This is an optimization exercise on Yosys and OpenROAD, whose aim is small area and a short achievable clock period, not a production implementation. The RTL was checked by simulation tests, not by an equivalence proof against the original design. Power figures rest on the tool's default switching activity, not on a simulated workload.

==> inputs of zinc <==
==> flow/design.v (excerpt) <==
module tx_frame_scheduler #(
    parameter int ADDR_W = 9
) (
    input  logic        i_clk,
    input  logic        i_rst,
    input  logic [7:0]  i_wr_data,
    input  logic        i_wr_en,
    input  logic        i_wr_abort,
    input  logic        i_clear_status,
    output logic        o_wr_ready,
    output logic [7:0]  o_tx_data,
    output logic        o_tx_valid,
    output logic        o_tx_last,
    input  logic        i_tx_ready,
    output logic [15:0] o_data_size,
    output logic [7:0]  o_frames_count,
    output logic [15:0] o_status
);
export LEC_CHECK = 0
export ABC_CLOCK_PERIOD_IN_PS = 3000
export CAP_MARGIN = 20
export CORE_MARGIN = 2
export CORE_UTILIZATION = 40
export CTS_CLUSTER_DIAMETER = 120
export CTS_CLUSTER_SIZE = 25
export SETUP_SLACK_MARGIN = 4.2
export SLEW_MARGIN = 20
create_clock -name core_clock -period 7.0 [get_ports {i_clk}]
run.sh (not shown) runs the stock make flow with config.mk's settings and CLKGATE_MAP_FILE= SYNTH_SCRIPT=/design/flow/synth_recipe.tcl, a recipe that flattens the netlist after the stock synthesis.
==> tundra: changes against zinc <==
--- a/flow/design.v
+++ b/flow/design.v
@@ -20,13 +20,13 @@
     localparam int PW    = ADDR_W + 1;
     localparam logic [15:0] MAX_LEN = 16'(DEPTH - 2);
     logic          s_len0, s_len1, s_data, s_skip, s_wbusy;
     logic          r_idle, r_hdr0, r_hdr1, r_data, r_rbusy;
     logic [ADDR_W-1:0] r_wr_ptr, r_commit_ptr;
     logic [PW-1:0] r_used, r_size;
-    logic          r_full, r_ready, r_empty;
+    logic          r_full, r_nready, r_empty;
     logic [7:0]    r_len_lo;
     logic          r_lenlo_z, r_lenlo_1, r_lenlo_ff;
     logic [15:0]   r_remain;
     logic          r_rem1;
     logic [ADDR_W-1:0] r_count;
     logic          r_last;
@@ -148,12 +148,29 @@
     assign f_inc     = commit & ~last_xfer;
     assign f_dec     = last_xfer & ~commit;
     assign f_hold    = ~f_inc & ~f_dec;
     assign frames_p1 = r_frames + 8'd1;
     assign frames_m1 = r_frames - 8'd1;
     assign n_frames  = ({8{f_inc}} & frames_p1) | ({8{f_dec}} & frames_m1) | ({8{f_hold}} & r_frames);
+    logic [7:0]    r_frames_o;
+    logic [PW-1:0] r_size_o;
+    logic          r_nempty_o, r_full_o, r_valid_o, r_last_o;
+    logic [7:0]    n_frames_o;
+    logic [PW-1:0] n_size_o, size_o_m1;
+    logic          n_full_o, n_empty_o;
+    assign n_frames_o = ({8{f_inc}} & (r_frames_o + 8'd1)) | ({8{f_dec}} & (r_frames_o - 8'd1)) |
+                        ({8{f_hold}} & r_frames_o);
+    assign size_o_m1  = r_size_o - PW'(1);
+    assign n_size_o   = ({PW{ commit &  rd_inc}} & r_used)    | ({PW{ commit & ~rd_inc}} & used_p1) |
+                        ({PW{~commit &  rd_inc}} & size_o_m1) | ({PW{~commit & ~rd_inc}} & r_size_o);
+    assign n_full_o   = (rw & ~rd_inc & (r_size == PW'(DEPTH))) |
+                        (st &  rd_inc & r_full_o) | (st & ~rd_inc & (r_used == PW'(DEPTH - 1))) |
+                        (hd & ~rd_inc & r_full_o);
+    assign n_empty_o  = (rw &  rd_inc & (r_size == PW'(1))) | (rw & ~rd_inc & (r_size == PW'(0))) |
+                        (st &  rd_inc & ~r_nempty_o) |
+                        (hd &  rd_inc & (r_used == PW'(1))) | (hd & ~rd_inc & ~r_nempty_o);
     logic [7:0] drops_sat, n_drops;
     assign drops_sat = (r_drops == 8'hFF) ? 8'hFF : r_drops + 8'd1;
     assign n_drops = ({8{ i_clear_status & drop}} & 8'd1) |
                      ({8{~i_clear_status & drop}} & drops_sat) |
                      ({8{~i_clear_status & ~drop}} & r_drops);
     always_ff @(posedge i_clk or posedge i_rst) begin
@@ -172,26 +189,47 @@
             r_commit_ptr <= '0;
             r_ra_lo      <= '0;
             for (int j = 0; j < NB; j++) r_bidx[j] <= '0;
             r_used       <= '0;
             r_size       <= '0;
             r_full       <= 1'b0;
-            r_ready      <= 1'b1;
+            r_nready     <= 1'b0;
             r_empty      <= 1'b1;
+            r_len_lo     <= 8'd0;
+            r_lenlo_z    <= 1'b1;
+            r_lenlo_1    <= 1'b0;
+            r_lenlo_ff   <= 1'b0;
+            r_remain     <= 16'd0;
+            r_rem1       <= 1'b0;
+            r_count      <= '0;
             r_last       <= 1'b0;
             r_dout       <= 8'd0;
             r_frames     <= 8'd0;
+            r_frames_o   <= 8'd0;
+            r_size_o     <= '0;
+            r_nempty_o   <= 1'b0;
+            r_full_o     <= 1'b0;
+            r_valid_o    <= 1'b0;
+            r_last_o     <= 1'b0;
             r_frames_nz  <= 1'b0;
             r_drops      <= 8'd0;
             r_sticky     <= 4'b0000;
         end else begin
             s_len0  <= n_len0;
             s_len1  <= n_len1;
             s_data  <= n_data;
             s_skip  <= n_skip;
             s_wbusy <= ~n_len0;
+            r_remain <= n_remain;
+            r_rem1   <= n_rem1;
+            if (store && s_len0) begin
+                r_len_lo   <= i_wr_data;
+                r_lenlo_z  <= (i_wr_data == 8'h00);
+                r_lenlo_1  <= (i_wr_data == 8'h01);
+                r_lenlo_ff <= (i_wr_data == 8'hFF);
+            end
             if (rewind)     r_wr_ptr <= r_commit_ptr;
             else if (store) r_wr_ptr <= wr_inc;
             if (commit) r_commit_ptr <= wr_inc;
             r_idle  <= (r_idle & ~r_frames_nz) | last_xfer;
             r_hdr0  <= r_idle & r_frames_nz;
             r_hdr1  <= r_hdr0;
@@ -199,42 +237,40 @@
             r_rbusy <= ~((r_idle & ~r_frames_nz) | last_xfer);
             if ((r_idle & r_frames_nz) | r_hdr0 | r_hdr1 | (xfer & ~r_last)) begin
                 r_ra_lo <= r_ra_lo + 3'd1;
                 for (int j = 0; j < NB; j++)
                     if (r_ra_lo == 3'(j)) r_bidx[j] <= r_bidx[j] + 1'b1;
             end
+            if (r_idle)      r_count[7:0]        <= w_rdata;
+            else if (r_hdr0) r_count[ADDR_W-1:8] <= w_rdata[ADDR_W-9:0];
+            else if (xfer)   r_count       <= cnt_dec;
             if (r_hdr1)      r_last <= cnt_is1;
             else if (r_data) r_last <= i_tx_ready ? (~r_last & cnt_is2) : r_last;
             else             r_last <= 1'b0;
             if (r_hdr1)      r_dout <= w_rdata;
             else if (r_data) r_dout <= i_tx_ready ? dout_adv : r_dout;
             else             r_dout <= 8'd0;
             r_frames    <= n_frames;
             r_frames_nz <= f_inc | (f_dec & (r_frames != 8'd1)) | (f_hold & r_frames_nz);
+            r_frames_o <= n_frames_o;
+            r_size_o   <= n_size_o;
+            r_full_o   <= n_full_o;
+            r_nempty_o <= ~n_empty_o;
+            r_valid_o  <= r_hdr1 | (r_valid_o & ~(i_tx_ready & r_last));
+            if (r_hdr1)         r_last_o <= cnt_is1;
+            else if (r_valid_o) r_last_o <= i_tx_ready ? (~r_last_o & cnt_is2) : r_last_o;
+            else                r_last_o <= 1'b0;
             r_used  <= n_used;
             r_size  <= n_size;
             r_full  <= n_full;
-            r_ready <= ~n_full;
+            r_nready <= n_full;
             r_empty <= n_empty;
             r_sticky <= (i_clear_status ? 4'b0000 : r_sticky) |
                         {abort_act, ov, zl, full_hit};
             r_drops  <= n_drops;
         end
-    end
-    always_ff @(posedge i_clk) begin
-        r_remain <= n_remain;
-        r_rem1   <= n_rem1;
-        if (store && s_len0) begin
-            r_len_lo   <= i_wr_data;
-            r_lenlo_z  <= (i_wr_data == 8'h00);
-            r_lenlo_1  <= (i_wr_data == 8'h01);
-            r_lenlo_ff <= (i_wr_data == 8'hFF);
-        end
-        if (r_idle)      r_count[7:0]        <= w_rdata;
-        else if (r_hdr0) r_count[ADDR_W-1:8] <= w_rdata[ADDR_W-9:0];
-        else if (xfer)   r_count             <= cnt_dec;
     end
     always_ff @(posedge i_clk) begin
         for (int j = 0; j < 8; j++)
             for (int k = 0; k < 8; k++)
                 r_wa_n[j][k] <= ~(store && r_wr_ptr[2:0] == 3'(j) && r_wr_ptr[5:3] == 3'(k));
         for (int k = 0; k < 8; k++) r_wb_n[k] <= ~(r_wr_ptr[8:6] == 3'(k));
@@ -245,14 +281,14 @@
         for (int j = 0; j < NB; j++) begin
             for (int i = 0; i < QTR; i++)
                 if (!(r_wa_n[j][i[2:0]] | r_wb_n[i[5:3]])) r_mem[(j*QTR+i)*8 +: 8] <= r_wq_data;
             r_bdat[j] <= r_mem[(j*QTR + int'(r_bidx[j]))*8 +: 8];
         end
     end
-    assign o_wr_ready     = r_ready;
-    assign o_tx_valid     = r_data;
-    assign o_tx_last      = r_last;
+    assign o_wr_ready     = ~r_nready;
+    assign o_tx_valid     = r_valid_o;
+    assign o_tx_last      = r_last_o;
     assign o_tx_data      = r_dout;
-    assign o_data_size    = 16'(r_size);
-    assign o_frames_count = r_frames;
-    assign o_status       = {r_drops, r_sticky, r_empty, r_full, r_rbusy, s_wbusy};
+    assign o_data_size    = 16'(r_size_o);
+    assign o_frames_count = r_frames_o;
+    assign o_status       = {r_drops, r_sticky, ~r_nempty_o, r_full_o, r_rbusy, s_wbusy};
 endmodule
- SETUP_SLACK_MARGIN: 4.2 -> 4.3
==> onyx: changes against zinc <==
--- a/flow/design.v
+++ b/flow/design.v
@@ -32,20 +32,20 @@
     logic          r_last;
     logic [7:0]    r_dout;
     logic [7:0]    r_frames;
     logic          r_frames_nz;
     logic [7:0]    r_drops;
     logic [3:0]    r_sticky;
-    logic [7:0]    r_wa_n [8];
+    logic [15:0]   r_wa_n [4];
     logic [7:0]    r_wb_n;
     logic [7:0]    r_wq_data;
-    localparam int NB  = 8;
-    localparam int BW  = ADDR_W - 3;
+    localparam int NB  = 4;
+    localparam int BW  = ADDR_W - 2;
     localparam int QTR = DEPTH / NB;
     logic [7:0]    w_rdata;
-    logic [2:0]    r_ra_lo;
+    logic [1:0]    r_ra_lo;
     logic [BW-1:0] r_bidx [NB];
     logic [7:0]    r_bdat [NB];
     assign w_rdata = r_bdat[r_ra_lo];
     logic abort_act, en, skip_dec, full_hit, store, st_len1, st_data;
     logic len_z, len_big, zl, ov, ok_len, commit, rewind, drop;
     logic [15:0] w_len;
@@ -195,15 +195,15 @@
             r_idle  <= (r_idle & ~r_frames_nz) | last_xfer;
             r_hdr0  <= r_idle & r_frames_nz;
             r_hdr1  <= r_hdr0;
             r_data  <= r_hdr1 | (r_data & ~last_xfer);
             r_rbusy <= ~((r_idle & ~r_frames_nz) | last_xfer);
             if ((r_idle & r_frames_nz) | r_hdr0 | r_hdr1 | (xfer & ~r_last)) begin
-                r_ra_lo <= r_ra_lo + 3'd1;
+                r_ra_lo <= r_ra_lo + 2'd1;
                 for (int j = 0; j < NB; j++)
-                    if (r_ra_lo == 3'(j)) r_bidx[j] <= r_bidx[j] + 1'b1;
+                    if (r_ra_lo == 2'(j)) r_bidx[j] <= r_bidx[j] + 1'b1;
             end
             if (r_hdr1)      r_last <= cnt_is1;
             else if (r_data) r_last <= i_tx_ready ? (~r_last & cnt_is2) : r_last;
             else             r_last <= 1'b0;
             if (r_hdr1)      r_dout <= w_rdata;
             else if (r_data) r_dout <= i_tx_ready ? dout_adv : r_dout;
@@ -231,23 +231,23 @@
         end
         if (r_idle)      r_count[7:0]        <= w_rdata;
         else if (r_hdr0) r_count[ADDR_W-1:8] <= w_rdata[ADDR_W-9:0];
         else if (xfer)   r_count             <= cnt_dec;
     end
     always_ff @(posedge i_clk) begin
-        for (int j = 0; j < 8; j++)
-            for (int k = 0; k < 8; k++)
-                r_wa_n[j][k] <= ~(store && r_wr_ptr[2:0] == 3'(j) && r_wr_ptr[5:3] == 3'(k));
+        for (int j = 0; j < 4; j++)
+            for (int k = 0; k < 16; k++)
+                r_wa_n[j][k] <= ~(store && r_wr_ptr[1:0] == 2'(j) && r_wr_ptr[5:2] == 4'(k));
         for (int k = 0; k < 8; k++) r_wb_n[k] <= ~(r_wr_ptr[8:6] == 3'(k));
         r_wq_data <= i_wr_data;
     end
     logic [DEPTH*8-1:0] r_mem;
     always_ff @(posedge i_clk) begin
         for (int j = 0; j < NB; j++) begin
             for (int i = 0; i < QTR; i++)
-                if (!(r_wa_n[j][i[2:0]] | r_wb_n[i[5:3]])) r_mem[(j*QTR+i)*8 +: 8] <= r_wq_data;
+                if (!(r_wa_n[j][i[3:0]] | r_wb_n[i[6:4]])) r_mem[(j*QTR+i)*8 +: 8] <= r_wq_data;
             r_bdat[j] <= r_mem[(j*QTR + int'(r_bidx[j]))*8 +: 8];
         end
     end
     assign o_wr_ready     = r_ready;
     assign o_tx_valid     = r_data;
     assign o_tx_last      = r_last;
- SETUP_SLACK_MARGIN: 4.2 -> 4.3
==> juniper: changes against zinc <==
- CORE_UTILIZATION: 40 -> 42
- SETUP_SLACK_MARGIN: 4.2 -> 4.3
==> comparison table <==
metric	tundra	onyx	juniper	zinc
Result of the run	complete, no violations	complete, no violations	complete, no violations	complete, no violations
Number of flip-flops and latches in the synthesized netlist	4429	4356	4409	4409
Initial drt markers	10.1k	10.5k	9016	9707
Post-Layout Cell Count	14.7k	14.6k	14.0k	14.2k
Register area	131000 um2	129000 um2	130000 um2	130000 um2
Cell-internal power	44200 uW	43200 uW	43700 uW	43600 uW
Source of the worst hold timing path	r_commit_ptr[7]$_DFFE_PP0P_	r_commit_ptr[8]$_DFFE_PP0P_	r_commit_ptr[0]$_DFFE_PP0P_	r_commit_ptr[2]$_DFFE_PP0P_
Multi-input combinational cell area	39700 um2	38600 um2	38700 um2	38700 um2
Clock buffers created by TritonCTS	201	198	200	199
Worst r2r path cells	7	8	7	5
Static leakage power	0.0585 uW	0.0574 uW	0.0566 uW	0.0566 uW
Met1 routing resource usage after global routing	27.6%	28.6%	27.7%	27.1%
Top sig layer	met5	met5	met4	met5
Count of multi-input combinational gates	3726	3732	3423	3422
Adder-Cell Fraction of Synth Area	0.290%	0.221%	0.270%	0.270%
Final period demand of the worst path	3120 ps	3160 ps	3050 ps	3010 ps
First-pass GRT wire length	624000 um	640000 um	595000 um	592000 um
Signed area change from the synthesized netlist to the final layout	9.24%	9.74%	8.40%	8.57%
Net switching power	20500 uW	20000 uW	19600 uW	19400 uW
Number of flops mapped to enable cells by yosys	4096	4133	4133	4133
Met1 Routed Length	182000 um	184000 um	174000 um	178000 um
Largest stage delay on the critical path	600 ps	560 ps	580 ps	580 ps
Average routed wire per standard cell	29.8 um	31.2 um	29.6 um	29.0 um
Synthesized-area fraction occupied by and/or/nand/nor cells	3.47%	3.56%	3.05%	3.05%
Synth Area in XOR/XNOR	0.538%	0.434%	0.526%	0.526%
Half-perimeter wire length of the detailed placement result	257000 um	266000 um	240000 um	240000 um

[separate check: timing with driven ports]
The flow's constraints put no driver on any port. The routed layouts listed below were extracted and timed again, unchanged, in two steps.
Step 1: set_driving_cell puts a clkbuf_16 on i_clk and a buf_2 on each other input, an assumption about the parent block.
Step 2, shift: input delay + t, output delay - t, t = (earliest + latest rising clock arrival at the registers) / 2. This alone moves slack from input paths to output paths.
a / b / c = no drivers / after step 1 / after step 2; a / b = the first two.
run	shift t [ns]	setup WS [ns]	worst setup path after step 2
zinc	1.012	3.986 / 3.876 / 3.280	input to register
tundra	1.044	3.882 / 3.768 / 3.209	input to register
onyx	1.044	3.841 / 3.728 / 3.174	input to register
juniper	1.052	3.948 / 3.838 / 3.266	input to register
After both steps every run listed still meets setup and hold. The setup slack of zinc, which loses most, moves by -0.110 ns with the drivers and by -0.706 ns with both steps.
